From an optimization exercise on the open Yosys and OpenROAD flow, aimed at small area; shortcuts taken in it are not production practice.
The RTL was checked by simulation tests, not by an equivalence proof against the original design.
Power figures rest on the tool's default switching activity, not on a simulated workload.

==> flow/design.v <==
package csr_pkg;
  localparam int CSR_XLEN = 64;
  localparam logic [11:0] CSR_MSTATUS  = 12'h300;
  localparam logic [11:0] CSR_MISA     = 12'h301;
  localparam logic [11:0] CSR_MIE      = 12'h304;
  localparam logic [11:0] CSR_MTVEC    = 12'h305;
  localparam logic [11:0] CSR_MSCRATCH = 12'h340;
  localparam logic [11:0] CSR_MEPC     = 12'h341;
  localparam logic [11:0] CSR_MCAUSE   = 12'h342;
  localparam logic [11:0] CSR_MTVAL    = 12'h343;
  localparam logic [11:0] CSR_MIP      = 12'h344;
  localparam logic [11:0] CSR_MCYCLE   = 12'hB00;
  localparam logic [11:0] CSR_MINSTRET = 12'hB02;
  localparam logic [CSR_XLEN-1:0] MISA_VALUE =
    64'h8000_0000_0000_0100;
  localparam int MSTATUS_MIE    = 3;
  localparam int MSTATUS_MPIE   = 7;
  localparam int MSTATUS_MPP_HI = 12;
  localparam int MSTATUS_MPP_LO = 11;
  typedef enum logic [1:0] {
    PRIV_U = 2'b00,
    PRIV_M = 2'b11
  } priv_e;
  typedef enum logic {
    ST_IDLE,
    ST_REDIRECT
  } redir_e;
  typedef struct packed {
    logic [11:0]         addr;
    logic [CSR_XLEN-1:0] data;
    logic                we;
  } csr_op_t;
endpackage
module csr_counter #(
  parameter int W = 64
) (
  input  logic         clk,
  input  logic         reset,
  input  logic         inc_i,
  input  logic         we_i,
  input  logic [W-1:0] wdata_i,
  output logic [W-1:0] count_o
);
  logic [W-1:0] cnt_q, cnt_d;
  always_comb begin
    cnt_d = cnt_q;
    if (we_i)
      cnt_d = wdata_i;
    else if (inc_i)
      cnt_d = cnt_q + W'(1);
  end
  always_ff @(posedge clk or posedge reset) begin
    if (reset)
      cnt_q <= '0;
    else
      cnt_q <= cnt_d;
  end
  assign count_o = cnt_q;
endmodule
module csr_regfile #(
  parameter int NUM_OPS = 3,
  parameter int XLEN    = 64
) (
  input  logic                    clk,
  input  logic                    reset,
  input  logic                    commit_valid,
  input  logic [NUM_OPS*(12+XLEN+1)-1:0] csr_ops,
  input  logic                    is_ecall,
  input  logic                    is_mret,
  input  logic [11:0]             raddr,
  output logic [XLEN-1:0]         rdata,
  output logic                    redirect_valid,
  output logic [XLEN-1:0]         redirect_pc,
  output logic [1:0]              priv_mode
);
  logic [XLEN-1:0] mstatus_q, mstatus_d;
  logic [XLEN-1:0] mie_q, mie_d;
  logic [XLEN-1:0] mtvec_q, mtvec_d;
  logic [XLEN-1:0] mscratch_q, mscratch_d;
  logic [XLEN-1:0] mepc_q, mepc_d;
  logic [XLEN-1:0] mcause_q, mcause_d;
  logic [XLEN-1:0] mtval_q, mtval_d;
  logic            cyc_we, ret_we;
  logic [XLEN-1:0] cyc_wd, ret_wd;
  logic [XLEN-1:0] mcycle, minstret;
  csr_pkg::redir_e          state_q;
  localparam int OPW = 12 + XLEN + 1;
  logic [11:0]     op_addr [NUM_OPS];
  logic [XLEN-1:0] op_data [NUM_OPS];
  logic            op_we   [NUM_OPS];
  for (genvar g = 0; g < NUM_OPS; g++) begin : g_ops
    assign op_we[g]   = csr_ops[g*OPW];
    assign op_data[g] = csr_ops[g*OPW+1 +: XLEN];
    assign op_addr[g] = csr_ops[g*OPW+1+XLEN +: 12];
  end
  logic            rv_q;
  logic [XLEN-1:0] rpc_q;
  logic [1:0]      priv_q;
  logic take_trap, take_ret;
  assign take_trap = commit_valid && is_ecall;
  assign take_ret  = commit_valid && is_mret && !is_ecall;
  always_comb begin
    mstatus_d  = mstatus_q;
    mie_d      = mie_q;
    mtvec_d    = mtvec_q;
    mscratch_d = mscratch_q;
    mepc_d     = mepc_q;
    mcause_d   = mcause_q;
    mtval_d    = mtval_q;
    cyc_we     = 1'b0;
    cyc_wd     = '0;
    ret_we     = 1'b0;
    ret_wd     = '0;
    if (commit_valid) begin
      for (int i = 0; i < NUM_OPS; i++) begin
        if (op_we[i]) begin
          case (op_addr[i])
            csr_pkg::CSR_MSTATUS:  mstatus_d  = op_data[i];
            csr_pkg::CSR_MIE:      mie_d      = op_data[i];
            csr_pkg::CSR_MTVEC:    mtvec_d    =
              {op_data[i][XLEN-1:2], 2'b00};
            csr_pkg::CSR_MSCRATCH: mscratch_d = op_data[i];
            csr_pkg::CSR_MEPC:     mepc_d     =
              {op_data[i][XLEN-1:2], 2'b00};
            csr_pkg::CSR_MCAUSE:   mcause_d   = op_data[i];
            csr_pkg::CSR_MTVAL:    mtval_d    = op_data[i];
            csr_pkg::CSR_MCYCLE: begin
              cyc_we = 1'b1;
              cyc_wd = op_data[i];
            end
            csr_pkg::CSR_MINSTRET: begin
              ret_we = 1'b1;
              ret_wd = op_data[i];
            end
            default: ;
          endcase
        end
      end
    end
  end
  always_ff @(posedge clk or posedge reset) begin
    if (reset) begin
      mstatus_q  <= '0;
      mie_q      <= '0;
      mtvec_q    <= '0;
      mscratch_q <= '0;
      mepc_q     <= '0;
      mcause_q   <= '0;
      mtval_q    <= '0;
    end else begin
      mstatus_q  <= mstatus_d;
      mie_q      <= mie_d;
      mtvec_q    <= mtvec_d;
      mscratch_q <= mscratch_d;
      mepc_q     <= mepc_d;
      mcause_q   <= mcause_d;
      mtval_q    <= mtval_d;
    end
  end
  csr_counter #(.W(XLEN)) u_mcycle (
    .clk     (clk),
    .reset   (reset),
    .inc_i   (1'b1),
    .we_i    (cyc_we),
    .wdata_i (cyc_wd),
    .count_o (mcycle)
  );
  csr_counter #(.W(XLEN)) u_minstret (
    .clk     (clk),
    .reset   (reset),
    .inc_i   (commit_valid),
    .we_i    (ret_we),
    .wdata_i (ret_wd),
    .count_o (minstret)
  );
  always_ff @(posedge clk or posedge reset) begin
    if (reset) begin
      state_q <= csr_pkg::ST_IDLE;
      rv_q    <= 1'b0;
      rpc_q   <= '0;
      priv_q  <= csr_pkg::PRIV_M;
    end else begin
      unique case (state_q)
        csr_pkg::ST_IDLE, csr_pkg::ST_REDIRECT: begin
          if (take_trap || take_ret) begin
            state_q <= csr_pkg::ST_REDIRECT;
            rv_q    <= 1'b1;
            rpc_q   <= take_trap ? mtvec_d : mepc_d;
          end else begin
            state_q <= csr_pkg::ST_IDLE;
            rv_q    <= 1'b0;
          end
        end
        default: begin
          state_q <= csr_pkg::ST_IDLE;
          rv_q    <= 1'b0;
        end
      endcase
      if (take_trap)
        priv_q <= csr_pkg::PRIV_M;
      else if (take_ret)
        priv_q <= mstatus_q[csr_pkg::MSTATUS_MPP_HI:csr_pkg::MSTATUS_MPP_LO];
    end
  end
  always_comb begin
    rdata = '0;
    case (raddr)
      csr_pkg::CSR_MSTATUS:  rdata = mstatus_q;
      csr_pkg::CSR_MISA:     rdata = csr_pkg::MISA_VALUE;
      csr_pkg::CSR_MIE:      rdata = mie_q;
      csr_pkg::CSR_MTVEC:    rdata = mtvec_q;
      csr_pkg::CSR_MSCRATCH: rdata = mscratch_q;
      csr_pkg::CSR_MEPC:     rdata = mepc_q;
      csr_pkg::CSR_MCAUSE:   rdata = mcause_q;
      csr_pkg::CSR_MTVAL:    rdata = mtval_q;
      csr_pkg::CSR_MCYCLE:   rdata = mcycle;
      csr_pkg::CSR_MINSTRET: rdata = minstret;
      default:      rdata = '0;
    endcase
  end
  assign redirect_valid = rv_q;
  assign redirect_pc    = rpc_q;
  assign priv_mode      = priv_q;
endmodule
==> flow/run.sh <==
#!/bin/bash
# synth_recipe.tcl (not shown) runs the flow's synth.tcl, then flattens the netlist and writes it again
# the make line also repeats each setting of config.mk as NAME=value (left out here)
make -C /OpenROAD-flow-scripts/flow DESIGN_CONFIG=/design/flow/config.mk WORK_HOME=/design/flow/orfs CLKGATE_MAP_FILE= SYNTH_SCRIPT=/design/flow/synth_recipe.tcl finish
==> flow/config.mk <==
export PLATFORM = sky130hd
export DESIGN_NAME = csr_regfile
export DESIGN_NICKNAME = csr_regfile
export VERILOG_FILES = /design/flow/design.v
export SDC_FILE = /design/flow/constraint.sdc
export NUM_CORES = 4
export LEC_CHECK = 0
export CAP_MARGIN = 20
export CORE_MARGIN = 2
export CORE_UTILIZATION = 40
export SLEW_MARGIN = 20
==> flow/constraint.sdc <==
create_clock -name core_clock -period 7.0 [get_ports {clk}]
set_input_delay 1.4000 -clock core_clock [delete_from_list [all_inputs] [get_ports {clk}]]
set_output_delay 1.4000 -clock core_clock [all_outputs]
set_load 0.01 [all_outputs]
==> results.txt <==
Yosys cell counts (11+ instances only):
library cell,count,area (um2)
a211oi_1,70,525.5
a21boi_0,15,112.6
a21o_1,36,270.3
a21oi_1,419,2097
a221o_1,47,470.5
a221oi_1,87,762.0
a222oi_1,77,770.7
a22oi_1,52,390.4
a31oi_1,184,1151
and2_1,11,68.82
and3_1,129,807.0
buf_1,56,210.2
buf_2,66,330.3
clkbuf_1,569,2136
dfrtp_1,641,16040
inv_1,79,296.5
mux2_2,56,630.6
mux2i_1,282,2823
nand2_1,992,3724
nand3_1,152,760.7
nand4_1,53,331.6
nor2_1,544,2042
nor2b_1,77,481.7
nor3_1,117,585.6
nor4_1,39,244.0
o211ai_1,215,1614
o21ai_0,570,2853
o21ai_1,40,200.2
o221ai_1,126,1104
o2bb2ai_1,19,166.4
o31ai_1,14,105.1
o32a_1,60,600.6
or3_1,19,118.9
or4_1,24,180.2
xnor2_1,40,350.3
xor2_1,14,122.6
metal layers:
metal | vias to the layer above | routed length [um] | global-route usage [%]
li1 | 22660 | - | -
met1 | 25840 | 89250 | 48.81
met2 | 3974 | 102300 | 56.87
met3 | 911 | 29760 | 10.77
met4 | 8 | 15510 | 21.54
met5 | - | 51 | 0
worst min-delay path, stage by stage, from the launching register on:
cell and delay, ns:
dfrtp_1 0.35, a32oi_1 0.06, o221ai_1 0.07
worst paths after layout:
path	startpoint	to	slack, ns	cells after the start
min reg2reg	rpc_q[63]	rpc_q[63]	0.51	2
min	rpc_q[63]	rpc_q[63]	0.51	2
max	raddr[5]	rdata[63]	0.48	10
min in group asynchronous	reset	rpc_q[54]	1.17	2
max in group asynchronous	reset	mepc_q[17]	4.20	4
max reg2reg	u_minstret.cnt_q[12]	u_minstret.cnt_q[59]	3.11	6
state kept, by name, indices dropped and copies added (netlist names):
register / count
u_minstret.cnt_q: 64
mtvec_q: 64
mtval_q: 64
mscratch_q: 64
mepc_q: 64
mstatus_q: 64
rpc_q: 64
priv_q: 2
mie_q: 64
mcause_q: 64
u_mcycle.cnt_q: 64
rv_q: 1
cell families (layout without fill, tap and decap cells):
| kind of cell | count (synthesis) | count (layout) | share of synthesized area, % |
|---|---|---|---|
| AO/OA/AOI/OAI | 2110 | 2110 | 29.53 |
| flip-flops | 643 | 643 | 34.23 |
| AND/OR/NAND/NOR | 2238 | 2238 | 21.50 |
| XOR/XNOR | 54 | 54 | 1.006 |
| multiplexers | 338 | 338 | 7.345 |
| other | 0 | 13 | 0 |
| adder cells (fa/ha/maj) | 2 | 2 | 0.05321 |
| buffers and inverters | 772 | 757 | 6.339 |
power groups by stage:
stage	Sequential, mW	Clock [mW]	Combinational [mW]
2_1_floorplan	4.33	0	1.04
3_3_place_gp	4.42	0	1.70
3_5_place_dp	4.42	0	1.72
4_1_cts	4.36	4.71	1.73
5_1_grt	4.40	4.86	1.91
6_report	4.37	4.71	1.76
cell type report:
| cell class | instances | area, um2 |
|---|---|---|
| antenna | 13 | 32.53 |
| clock inverter | 23 | 319.1 |
| clock buffer | 132 | 2608 |
| inverter | 81 | 316.6 |
| fill | 11470 | 61690 |
| multi-input combinational | 4742 | 28310 |
| sequential | 643 | 16090 |
| timing repair buffer | 521 | 5086 |
| tap | 1524 | 1907 |
per-stage QoR:
step	hold slack (ns)	instances	area [um2]	worst slack (ns)	power [mW]
after CTS	0.5155	7665	54610	0.7019	10.80
after global placement	0.4888	7509	51660	0.7578	6.112
final	0.5149	7679	54670	0.4830	10.84
after global routing	0.5355	7674	54660	0.4327	11.17
after detailed placement	0.5029	7510	51680	0.7092	6.141
after floorplan	0.4605	6157	47020	-3.183	5.373
==> results.txt <==
all-layer global routing usage=37.91%; # DRC=0; Area Growth Syn to Fin=16.28%; cell breakdown of the critical path=clkdlybuf4s50_1 -> nor4b_1 -> nand3b_1 -> buf_4 -> nor2_1 -> and3_2 -> buf_12 -> a221oi_1 -> o211ai_1 -> clkdlybuf4s50_1; Seq/Total Area, Yosys=34.23%; global route total overflow=0; vias in the first global route=49960; post-cts sizing count=0; crit start category=primary input; final core occ=46.98%; Num CTS Buffers=85; Cell Rows=125; detailed-route wire length=236.9 mm; Setup Buffers After CTS=0; Initial DRC Count=8201; crit path kind=in2out; DR vias/cell=6.952; Die ar.=120300 um2; WP data required=5.60 ns; TritonCTS clock tree=built; Yosys cell types=83; synthesized instance count=6157; CP Buf/Inv Count=4; status=timing/DRC/antenna clean; Setup TNS=0 ns; Syn Nets=6407; Starting Density=40.41%; Tcrit/Tclk final=93.10%; fin nets=6324; HP Class=reg2reg; Antenna Nets Post-Route=0; Reg power frac=40.3%; initial antenna violation count=18; pin count of the biggest net entering global routing=179; Comb power frac=16.2%; Avg Inst Size Synth=7.637 um2; clock sinks=643; final setup vio count=0; # port buffers=378; Clk pwr share=43.4%; Hold Buf Count CTS=0; IR drop worst, VDD=0.0001805 V; PwrDens=198.2 nW/um2; ys async rst share=100.0%; commonest non-fill, non-tap cell in the layout=nand2_1; max_cap viols=0; Max Clock Skew=0.03042 ns; routability cong.=1.014; Crit-path slowest cell=clkdlybuf4s50_1; layout cell share with drive strength beyond 1=6.903%; Main synth FF type=dfrtp_1; Crit. End Element=output pin; Die Height=346.9 um; number of synthesized register bits=643; Leak=22.04 nW; Worst-Margin Slew=1.337 ns; final slew viol count=0; cell family with most CP delay=buffers and inverters; clk latency of the worst-skew pair=0.69 ns; Top-Level Pins=379; Worst Path Max Fanout=35; RSZ-0062 raised after global routing=no; Clock Tree Root=clkbuf_16; wire per inst=30.85 um; TritonRoute pass-1 iters=9; YS warnings=5; number of flops mapped to enable cells by yosys=0; HPWL Detailed=150.2 mm; arrival time at the worst endpoint=5.12 ns; internal power=7.573 mW; commonest cells after routing, fill and taps aside=nand2_1 (986), dfrtp_1 (641), o21ai_0 (570); # H-tree levels=3; Net Sw Frac=30.12%; vias post-DR=53390; Slew headroom=10.88%; endpoints failing hold=0; Worst path max stage delay=0.66 ns; CP most frequent cell=clkdlybuf4s50_1; DIE WIDTH=346.9 um; Clk pin slew, worst setup/hold paths=0.05 ns; min cycle time layout=6.517 ns; Max Clock Freq=0.1534 GHz; Post-Syn Area=47020 um2; Clock Path Buffers=3; global-route wire length before repair=345.8 mm; Core Area=116400 um2; switching power=3.265 mW

==> port drivers added, routing unchanged <==
In the flow no input, the clock included, has a driving cell. The finished layout below was timed again as built, in two steps.
Step 1 (the two cells are an assumption about what drives the block):
set clk [get_ports {clk}]
set_driving_cell -lib_cell sky130_fd_sc_hd__clkbuf_16 $clk
set_driving_cell -lib_cell sky130_fd_sc_hd__buf_2 [delete_from_list [all_inputs] $clk]
Step 2 also shifts input and output timing later by t, the mid clock arrival at the registers, as if the neighbouring blocks saw the same clock.
Three values: ideal ports, drivers, drivers and shift; two values: the first two.
shift t [ns]: 0.754
setup slack, ns: 0.483 / 0.459 / 0.459
worst setup path at the end: input to output
worst slew at a driven data input, ns: 0.18
After both steps setup and hold are still met in this run. The setup slack of this run moves by -0.024 ns with the drivers and by -0.024 ns with both steps.
